From an optimization exercise on the open Yosys and OpenROAD flow, aimed at small area, a short achievable clock period and few clock cycles per item; shortcuts taken in it are not production practice.
In this exercise RTL edits were held to simulation tests only and were not proved equivalent to the original.
Power and IR drop assume default switching activity.

--- design/flow/config.mk ---
export PLATFORM = sky130hd
export DESIGN_NAME = cache_mem_top
export DESIGN_NICKNAME = cache_mem_top
export VERILOG_FILES = /design/flow/design.v
export SDC_FILE = /design/flow/constraint.sdc
export NUM_CORES = 4
export LEC_CHECK = 0
export CAP_MARGIN = 20
export CORE_MARGIN = 2
export CORE_UTILIZATION = 35
export SETUP_SLACK_MARGIN = 0.5
export SLEW_MARGIN = 20
--- design/flow/constraint.sdc ---
create_clock -name core_clock -period 12.0 [get_ports {clk}]
set_input_delay 2.4000 -clock core_clock [delete_from_list [all_inputs] [get_ports {clk}]]
set_output_delay 2.4000 -clock core_clock [all_outputs]
set_load 0.01 [all_outputs]
--- design/flow/design.v ---
`timescale 1ns/1ps
package cache_pkg;
  localparam int saddr_width = 16;
  localparam int blk_width   = 32;
  localparam int num_way     = 4;
  localparam int num_set     = 16;
  localparam int way_width   = 2;
  localparam int idx_width   = 4;
  localparam int tag_width   = saddr_width - idx_width;
  typedef enum logic [2:0] {
    invalid   = 3'd0,
    shared    = 3'd1,
    exclusive = 3'd2,
    modified  = 3'd3,
    migrated  = 3'd4
  } blk_state_t;
  typedef enum logic [1:0] {
    cdreq_rd  = 2'd0,
    cdreq_md  = 2'd1,
    cdreq_wb  = 2'd2,
    cdreq_rfo = 2'd3
  } cdreq_op_t;
  typedef enum logic [1:0] {
    sdreq_rd  = 2'd0,
    sdreq_rfo = 2'd1,
    sdreq_inv = 2'd2
  } sdreq_op_t;
  typedef enum logic {
    sursp_snoop = 1'b0,
    sursp_fetch = 1'b1
  } sursp_rsp_t;
  typedef enum logic [2:0] {
    st_idle       = 3'd0,
    st_allocate   = 3'd1,
    st_init_sdreq = 3'd2,
    st_wait_sursp = 3'd3,
    st_send_rsp   = 3'd4
  } req_state_t;
endpackage
`timescale 1ns/1ps
module req_slot (
  input  logic                                clk,
  input  logic                                rst_n,
  input  logic                                cdreq_valid,
  input  cache_pkg::cdreq_op_t                cdreq_op,
  input  logic [cache_pkg::saddr_width-1:0]   cdreq_addr,
  input  logic [cache_pkg::blk_width-1:0]     cdreq_data,
  input  logic                                slot_release,
  output logic                                cdreq_ready,
  output logic                                full,
  output cache_pkg::cdreq_op_t                op_bf,
  output logic [cache_pkg::saddr_width-1:0]   addr_bf,
  output logic [cache_pkg::blk_width-1:0]     data_bf
);
  logic accept;
  assign cdreq_ready = !full;
  assign accept      = cdreq_valid && cdreq_ready;
  always_ff @(posedge clk or negedge rst_n) begin
    if (!rst_n) begin
      full <= 1'b0;
    end else if (accept) begin
      full <= 1'b1;
    end else if (slot_release) begin
      full <= 1'b0;
    end
  end
  always_ff @(posedge clk) begin
    if (accept) begin
      op_bf   <= cdreq_op;
      addr_bf <= cdreq_addr;
      data_bf <= cdreq_data;
    end
  end
endmodule
`timescale 1ns/1ps
module line_store (
  input  logic                                clk,
  input  logic                                rst_n,
  input  logic [cache_pkg::saddr_width-1:0]   addr_bf,
  input  logic [cache_pkg::way_width-1:0]     victim_way,
  input  logic                                st_we,
  input  cache_pkg::blk_state_t               st_nxt,
  input  logic                                tag_we,
  input  logic                                dat_we,
  input  logic [cache_pkg::blk_width-1:0]     dat_in,
  output logic                                hit,
  output logic [cache_pkg::way_width-1:0]     sel_way,
  output cache_pkg::blk_state_t               sel_state,
  output logic [cache_pkg::blk_width-1:0]     sel_data
);
  cache_pkg::blk_state_t                st_mem  [cache_pkg::num_set][cache_pkg::num_way];
  logic [cache_pkg::tag_width-1:0]      tag_mem [cache_pkg::num_set][cache_pkg::num_way];
  logic [cache_pkg::blk_width-1:0]      dat_mem [cache_pkg::num_set][cache_pkg::num_way];
  logic [cache_pkg::idx_width-1:0]      idx;
  logic [cache_pkg::tag_width-1:0]      tag;
  logic [cache_pkg::num_way-1:0]        way_hit;
  logic [cache_pkg::way_width-1:0]      hit_way;
  assign idx = addr_bf[cache_pkg::idx_width-1:0];
  assign tag = addr_bf[cache_pkg::saddr_width-1:cache_pkg::idx_width];
  always_comb begin
    hit     = 1'b0;
    hit_way = '0;
    for (int w = 0; w < cache_pkg::num_way; w++) begin
      way_hit[w] = (st_mem[idx][w] != cache_pkg::invalid) && (tag_mem[idx][w] == tag);
      if (way_hit[w] && !hit) begin
        hit     = 1'b1;
        hit_way = cache_pkg::way_width'(w);
      end
    end
  end
  assign sel_way   = hit ? hit_way : victim_way;
  assign sel_state = st_mem[idx][sel_way];
  assign sel_data  = dat_mem[idx][sel_way];
  always_ff @(posedge clk or negedge rst_n) begin
    if (!rst_n) begin
      for (int s = 0; s < cache_pkg::num_set; s++) begin
        for (int w = 0; w < cache_pkg::num_way; w++) begin
          st_mem[s][w] <= cache_pkg::invalid;
        end
      end
    end else if (st_we) begin
      st_mem[idx][sel_way] <= st_nxt;
    end
  end
  always_ff @(posedge clk) begin
    if (tag_we) begin
      tag_mem[idx][sel_way] <= tag;
    end
    if (dat_we) begin
      dat_mem[idx][sel_way] <= dat_in;
    end
  end
endmodule
`timescale 1ns/1ps
module lru_tracker (
  input  logic                                clk,
  input  logic                                rst_n,
  input  logic [cache_pkg::idx_width-1:0]     set_idx,
  input  logic                                touch,
  input  logic [cache_pkg::way_width-1:0]     touch_way,
  output logic [cache_pkg::way_width-1:0]     victim_way
);
  logic [cache_pkg::way_width-1:0] ages [cache_pkg::num_set][cache_pkg::num_way];
  logic [cache_pkg::way_width-1:0] touch_age;
  logic                            found;
  assign touch_age = ages[set_idx][touch_way];
  always_ff @(posedge clk or negedge rst_n) begin
    if (!rst_n) begin
      for (int s = 0; s < cache_pkg::num_set; s++) begin
        for (int w = 0; w < cache_pkg::num_way; w++) begin
          ages[s][w] <= cache_pkg::way_width'(w);
        end
      end
    end else if (touch) begin
      for (int w = 0; w < cache_pkg::num_way; w++) begin
        if (ages[set_idx][w] > touch_age) begin
          ages[set_idx][w] <= ages[set_idx][w] - 1'b1;
        end else if (cache_pkg::way_width'(w) == touch_way) begin
          ages[set_idx][w] <= cache_pkg::way_width'(cache_pkg::num_way - 1);
        end
      end
    end
  end
  always_comb begin
    victim_way = '0;
    found      = 1'b0;
    for (int w = 0; w < cache_pkg::num_way; w++) begin
      if (!found && ages[set_idx][w] == '0) begin
        victim_way = cache_pkg::way_width'(w);
        found      = 1'b1;
      end
    end
  end
endmodule
`timescale 1ns/1ps
module core_req_ctrl (
  input  logic                                clk,
  input  logic                                rst_n,
  input  logic                                full,
  input  cache_pkg::cdreq_op_t                op_bf,
  input  logic [cache_pkg::saddr_width-1:0]   addr_bf,
  input  logic [cache_pkg::blk_width-1:0]     data_bf,
  input  logic                                hit,
  input  cache_pkg::blk_state_t               sel_state,
  input  logic [cache_pkg::blk_width-1:0]     sel_data,
  input  logic                                sdreq_ready,
  input  logic                                sursp_valid,
  input  cache_pkg::sursp_rsp_t               sursp_rsp,
  input  logic [cache_pkg::blk_width-1:0]     sursp_data,
  input  logic                                cursp_ready,
  output logic                                slot_release,
  output logic                                st_we,
  output cache_pkg::blk_state_t               st_nxt,
  output logic                                tag_we,
  output logic                                dat_we,
  output logic [cache_pkg::blk_width-1:0]     dat_in,
  output logic                                touch,
  output logic                                sdreq_valid,
  output cache_pkg::sdreq_op_t                sdreq_op,
  output logic [cache_pkg::saddr_width-1:0]   sdreq_addr,
  output logic                                sursp_ready,
  output logic                                cursp_valid,
  output logic [cache_pkg::blk_width-1:0]     cursp_data
);
  cache_pkg::req_state_t state, state_nxt;
  cache_pkg::sursp_rsp_t rsp_q;
  logic is_rd, is_wb, need_inv;
  logic sdreq_hs, sursp_hs, cursp_hs;
  assign is_rd    = (op_bf == cache_pkg::cdreq_rd);
  assign is_wb    = (op_bf == cache_pkg::cdreq_wb);
  assign need_inv = hit && (sel_state == cache_pkg::shared) &&
                    ((op_bf == cache_pkg::cdreq_md) || (op_bf == cache_pkg::cdreq_rfo));
  assign sdreq_hs = sdreq_valid && sdreq_ready;
  assign sursp_hs = sursp_valid && sursp_ready;
  assign cursp_hs = cursp_valid && cursp_ready;
  always_comb begin
    state_nxt = state;
    case (state)
      cache_pkg::st_idle:       if (full) state_nxt = cache_pkg::st_allocate;
      cache_pkg::st_allocate:   state_nxt = (hit && !need_inv) ? cache_pkg::st_send_rsp
                                                               : cache_pkg::st_init_sdreq;
      cache_pkg::st_init_sdreq: if (sdreq_hs) state_nxt = cache_pkg::st_wait_sursp;
      cache_pkg::st_wait_sursp: if (sursp_hs) state_nxt = cache_pkg::st_send_rsp;
      cache_pkg::st_send_rsp:   if (cursp_hs) state_nxt = cache_pkg::st_idle;
      default:                  state_nxt = cache_pkg::st_idle;
    endcase
  end
  always_ff @(posedge clk or negedge rst_n) begin
    if (!rst_n) begin
      state <= cache_pkg::st_idle;
    end else begin
      state <= state_nxt;
    end
  end
  always_ff @(posedge clk) begin
    if (sursp_hs) begin
      rsp_q <= sursp_rsp;
    end
  end
  assign sdreq_valid = (state == cache_pkg::st_init_sdreq);
  assign sursp_ready = (state == cache_pkg::st_wait_sursp);
  assign cursp_valid = (state == cache_pkg::st_send_rsp);
  assign sdreq_addr  = addr_bf;
  always_comb begin
    if (need_inv) begin
      sdreq_op = cache_pkg::sdreq_inv;
    end else if (is_rd) begin
      sdreq_op = cache_pkg::sdreq_rd;
    end else begin
      sdreq_op = cache_pkg::sdreq_rfo;
    end
  end
  assign cursp_data = (is_rd || op_bf == cache_pkg::cdreq_rfo) ? sel_data : '0;
  assign slot_release = cursp_hs;
  assign touch        = cursp_hs;
  assign st_we        = cursp_hs;
  assign tag_we       = cursp_hs && !hit;
  always_comb begin
    if (hit && is_rd) begin
      st_nxt = sel_state;
    end else if (hit) begin
      st_nxt = is_wb ? cache_pkg::modified : cache_pkg::migrated;
    end else if (is_rd) begin
      st_nxt = (rsp_q == cache_pkg::sursp_snoop) ? cache_pkg::shared : cache_pkg::exclusive;
    end else begin
      st_nxt = cache_pkg::migrated;
    end
  end
  assign dat_we = (cursp_hs && is_wb) || (sursp_hs && !is_wb && !need_inv);
  assign dat_in = is_wb ? data_bf : sursp_data;
endmodule
`timescale 1ns/1ps
module cache_mem_top (
  input  logic                                clk,
  input  logic                                rst_n,
  input  logic                                cdreq_valid,
  input  logic [1:0]                          cdreq_op,
  input  logic [cache_pkg::saddr_width-1:0]   cdreq_addr,
  input  logic [cache_pkg::blk_width-1:0]     cdreq_data,
  output logic                                cdreq_ready,
  output logic                                cursp_valid,
  output logic [cache_pkg::blk_width-1:0]     cursp_data,
  input  logic                                cursp_ready,
  output logic                                sdreq_valid,
  output logic [1:0]                          sdreq_op,
  output logic [cache_pkg::saddr_width-1:0]   sdreq_addr,
  input  logic                                sdreq_ready,
  input  logic                                sursp_valid,
  input  logic                                sursp_rsp,
  input  logic [cache_pkg::blk_width-1:0]     sursp_data,
  output logic                                sursp_ready
);
  cache_pkg::cdreq_op_t              cdreq_op_e;
  cache_pkg::sdreq_op_t              sdreq_op_e;
  cache_pkg::sursp_rsp_t             sursp_rsp_e;
  assign cdreq_op_e  = cache_pkg::cdreq_op_t'(cdreq_op);
  assign sursp_rsp_e = cache_pkg::sursp_rsp_t'(sursp_rsp);
  assign sdreq_op    = sdreq_op_e;
  logic                              full, slot_release;
  cache_pkg::cdreq_op_t              op_bf;
  logic [cache_pkg::saddr_width-1:0] addr_bf;
  logic [cache_pkg::blk_width-1:0]   data_bf;
  logic                              hit;
  logic [cache_pkg::way_width-1:0]   sel_way, victim_way;
  cache_pkg::blk_state_t             sel_state, st_nxt;
  logic [cache_pkg::blk_width-1:0]   sel_data, dat_in;
  logic                              st_we, tag_we, dat_we, touch;
  req_slot u_req_slot (
    .clk, .rst_n, .cdreq_valid, .cdreq_op (cdreq_op_e), .cdreq_addr, .cdreq_data,
    .slot_release, .cdreq_ready, .full, .op_bf, .addr_bf, .data_bf
  );
  line_store u_line_store (
    .clk, .rst_n, .addr_bf, .victim_way, .st_we, .st_nxt, .tag_we, .dat_we, .dat_in,
    .hit, .sel_way, .sel_state, .sel_data
  );
  lru_tracker u_lru_tracker (
    .clk, .rst_n,
    .set_idx   (addr_bf[cache_pkg::idx_width-1:0]),
    .touch,
    .touch_way (sel_way),
    .victim_way
  );
  core_req_ctrl u_core_req_ctrl (
    .clk, .rst_n, .full, .op_bf, .addr_bf, .data_bf, .hit, .sel_state, .sel_data,
    .sdreq_ready, .sursp_valid, .sursp_rsp (sursp_rsp_e), .sursp_data, .cursp_ready,
    .slot_release, .st_we, .st_nxt, .tag_we, .dat_we, .dat_in, .touch,
    .sdreq_valid, .sdreq_op (sdreq_op_e), .sdreq_addr, .sursp_ready, .cursp_valid, .cursp_data
  );
endmodule
--- design/flow/run.sh ---
#!/bin/bash
# synth_recipe.tcl (not shown) runs the flow's synth.tcl, then flattens the netlist and writes it again
# the make line also repeats each setting of config.mk as NAME=value (left out here)
make -C /OpenROAD-flow-scripts/flow DESIGN_CONFIG=/design/flow/config.mk WORK_HOME=/design/flow/orfs CLKGATE_MAP_FILE= SYNTH_SCRIPT=/design/flow/synth_recipe.tcl finish
==> impl_metrics.yaml <==
placement:
  dpl.cell_count: 12300
  port_buffers: 142
  hpwl_mm: 260
  gp_congestion: 0.922
drt:
  wl_per_cell_um: 34.6
  routed_via_density: 6.27
  ant_nets: 0
  drt-initial-drc-count: 14700
  firstDrtPassIters: 6
  via_count: 80700
  drt_wl_total_mm: 445
  drc: 0
sta:
  min_period_over_period_pct: 96.3
  worst-slew-pin-transition_ns: 1.33
  max_freq_ghz: 0.0865
  fin_crit_ns: 11.56
  slew_headroom_pct: 11.2
  rsz0062_at_grt: "false"
  setup_viol: 0
  fin_skew_ns: 0.120
  finalSetupTns_ns: 0
  drv_slew: 0
  hold_viol: 0
floorplanning:
  io_pins: 143
  die-area_mm2: 0.357
  die_x_um: 597
  die_y_um: 597
  coreArea_mm2: 0.350
  rows: 217
  start_util_pct: 35.2
synthesis:
  async_reset_ff_share_pct: 10.1
  yosysTopAreaCell: "edfxtp_1"
  syn_avg_cell_area_um2: 16.1
  syn_inst: 7669
  syn_area_mm2: 0.123
  synth_flop_cell: "edfxtp_1"
  ys_seq_elements: 3195
  yosysTopAreaCellShare_pct: 69.9
  yosys_warnings: 6
  synth_cell_types: 100
  syn_nets: 7774
  synth_area_leaders: "edfxtp_1, dfrtp_1, o22ai_1"
  ys_seq_area_share_pct: 76.6
  synth-edff-count: 2867
layout:
  drive_gt1_share_pct: 15.4
  fillers: 31200
  final_common_cell: "edfxtp_1"
  syn2layout_area_growth_pct: 15.4
  fin_cells: 12900
  multi_input_comb_area_mm2: 0.0268
  register_area_mm2: 0.0944
  nets: 8089
  mostFrequentLayoutCells: "edfxtp_1, o22ai_1, o21ai_0"
global_routing:
  overflow: 0
  antenna_found_initial: 40
  grt_max_degree: 193
  grtUsageTotal_pct: 24.2
  grt_pass1_wl_mm: 608
  grt_pass1_vias: 76100
power_and_ir_drop:
  leakagePower_nw: 45.4
  ir_drop_v: 0.000142
  powerDensity_mw_per_mm2: 182
clocking:
  cts_tree: "built"
  root_buffer: "clkbuf_16"
  cts.htree.levels: 5
  clkSlewWorstSetupHoldPaths_ns: 0.06
  cts_inserted_buffers: 318
  max-clock-path-buffers: 4
  cts_sinks: 3195
  clock_latency_ns: 0.93
  cts_hold_buf: 0
flow_run:
  max_cap_viol_count: 0
critical_path:
  worstSetupStartpointType: "register"
  cp.required_ns: 9.60
  crit_type: "reg2out"
  cp-end-kind: "output pin"
  cp_max_fo: 127
  crit_arrival_ns: 9.16
status:
  status: "complete, no violations"
hold_path:
  hold_class: "reg2reg"
[synth_stat cells, types with 14 or more instances]
| library cell | number |
|---|---|
| edfxtp_1 | 2867 |
| o22ai_1 | 888 |
| o21ai_0 | 584 |
| nor2_1 | 434 |
| nand2_1 | 386 |
| dfrtp_1 | 260 |
| a21oi_1 | 227 |
| buf_2 | 197 |
| clkbuf_1 | 176 |
| mux4_2 | 153 |
| mux2i_1 | 134 |
| a22oi_1 | 131 |
| nor3_1 | 126 |
| o221ai_1 | 91 |
| nand3_1 | 87 |
| buf_4 | 73 |
| mux2_2 | 66 |
| dfstp_2 | 64 |
| inv_1 | 51 |
| nand4_1 | 49 |
| xnor2_1 | 40 |
| a221oi_1 | 38 |
| a22o_1 | 36 |
| buf_6 | 34 |
| nor4_1 | 31 |
| nor2b_1 | 27 |
| buf_1 | 26 |
| nand3b_1 | 17 |
| xor2_1 | 17 |
| and3_1 | 16 |
| ha_1 | 16 |
| and2_1 | 14 |
| nand2b_1 | 14 |
| o21ai_1 | 14 |
[report_power, final]
group,internal [mW],leakage [nW],switching (mW)
clock,5.61,4.88,4.27
sequential,12.4,30.1,0.100
combinational,1.01,10.4,2.47
[logic make-up after synthesis]
family / count (synthesis) / synth area share, %
xor gates and xnor gates: 57 / 0.405
and+or+nand+nor: 1296 / 4.85
DFF: 3195 / 76.6
AOI/OAI and AO/OA: 2185 / 11.1
adders and majority gates: 16 / 0.162
muxes: 353 / 4.49
buffers and inverters: 567 / 2.40
[per-layer routing]
metal	GRT usage, %	vias up	share of wire [%]
met4	12.6	30	5.7
met5	0	-	0.048
met3	6.55	1361	14
li1	-	31600	-
met2	36.4	6600	44
met1	32.1	41200	36
[sequential cells by signal, indices dropped and copies added (netlist names), named ones only]
name and count:
u_req_slot.addr_bf 16, u_lru_tracker.ages 128, u_core_req_ctrl.rsp_q 1, u_line_store.tag_mem 768, u_req_slot.full 1, u_req_slot.op_bf 2
u_line_store.dat_mem 2048, u_core_req_ctrl.state 3, u_line_store.st_mem 192, u_req_slot.data_bf 32
[path summary, 6_finish.rpt]
path                                            from                           end  slack (ns)  depth (start not counted)
hold reg to reg            u_lru_tracker.ages[51][0]     u_lru_tracker.ages[51][0]        0.48                          2
min in group asynchronous                      rst_n      u_core_req_ctrl.state[1]        1.45                          1
hold / removal             u_lru_tracker.ages[51][0]     u_lru_tracker.ages[51][0]        0.48                          2
setup / recovery               u_req_slot.addr_bf[0]                cursp_data[17]        0.44                         18
setup reg to reg               u_req_slot.addr_bf[0]  u_line_store.dat_mem[42][23]        2.82                         17
max in group asynchronous                      rst_n    u_line_store.st_mem[63][1]        8.69                          4
[repair_timing]
item | 4_1_cts | 5_1_grt
setup buffers | 0 | 1
resized for setup | 1 | 4
setup endpoints to repair | 3 | 11
[metrics by stage]
step | hold slack (ns) | cell area (µm²) | power, mW | setup slack (ns) | utilization [%]
2_1_floorplan | 0.441 | 123000 | 14.6 | 4.44 | -
3_3_place_gp | 0.455 | 131000 | 16.0 | 1.08 | 37.5
3_5_place_dp | 0.470 | 132000 | 16.1 | 1.43 | 37.6
4_1_cts | 0.478 | 142000 | 25.8 | 0.607 | 40.5
5_1_grt | 0.494 | 142000 | 26.5 | 0.588 | 40.6
6_report | 0.478 | 142000 | 25.9 | 0.444 | 40.6
[worst max-delay path, cell delays in order (launching register included)]
cell             delay, ns
edfxtp_1              0.63
buf_12                0.49
buf_6                 0.53
nand2_1               0.52
a21oi_1               0.33
nor4_1                0.10
nand4_1               0.12
o22ai_1               0.20
nor3b_1               0.36
nand3_1               0.53
a31oi_4               0.73
buf_12                0.54
buf_4                 0.52
o22ai_1               0.13
nor2_1                0.47
o21ai_1               0.45
o22ai_1               0.52
o21a_1                0.25
clkdlybuf4s50_1       0.57
[cell type report]
type | instances | area share, %
flip-flops and latches | 3195 | 66.4
clock inverters | 156 | 1.12
repair buffers | 508 | 3.40
inverters | 54 | 0.143
diodes | 43 | 0.0757
well taps | 4599 | 4.05
multi-input cells | 3907 | 18.9
clock buffers | 404 | 5.95
Testbench counts, summed over its fixed seeds: cycles 75,568, requests 12,000.

[re-timing with driven ports]
Ports are ideal in the flow. The routed layout listed here was re-timed in OpenROAD.
Step 1, drivers: a clkbuf_16 drives clk and a buf_2 each remaining input, both assumed.
Step 2 adds t to the input delays and takes it off the output delays; t is the mean of the earliest and latest rising clock arrival at the registers after step 1. Input paths then give back, and output paths get back, about the clock's delay inside the block.
a / b / c = ideal ports / drivers / drivers and shift; a / b = the first two.
t (ns): 0.971
setup WS [ns]: 0.444 / 0.341 / 1.312
worst register clock-pin slew, ns: 0.07 / 0.07
worst slew at a driven data input, ns: 0.13
After both steps setup and hold are still met in this run. For this run, drivers alone change the setup slack by -0.103 ns; drivers and shift together by +0.868 ns.
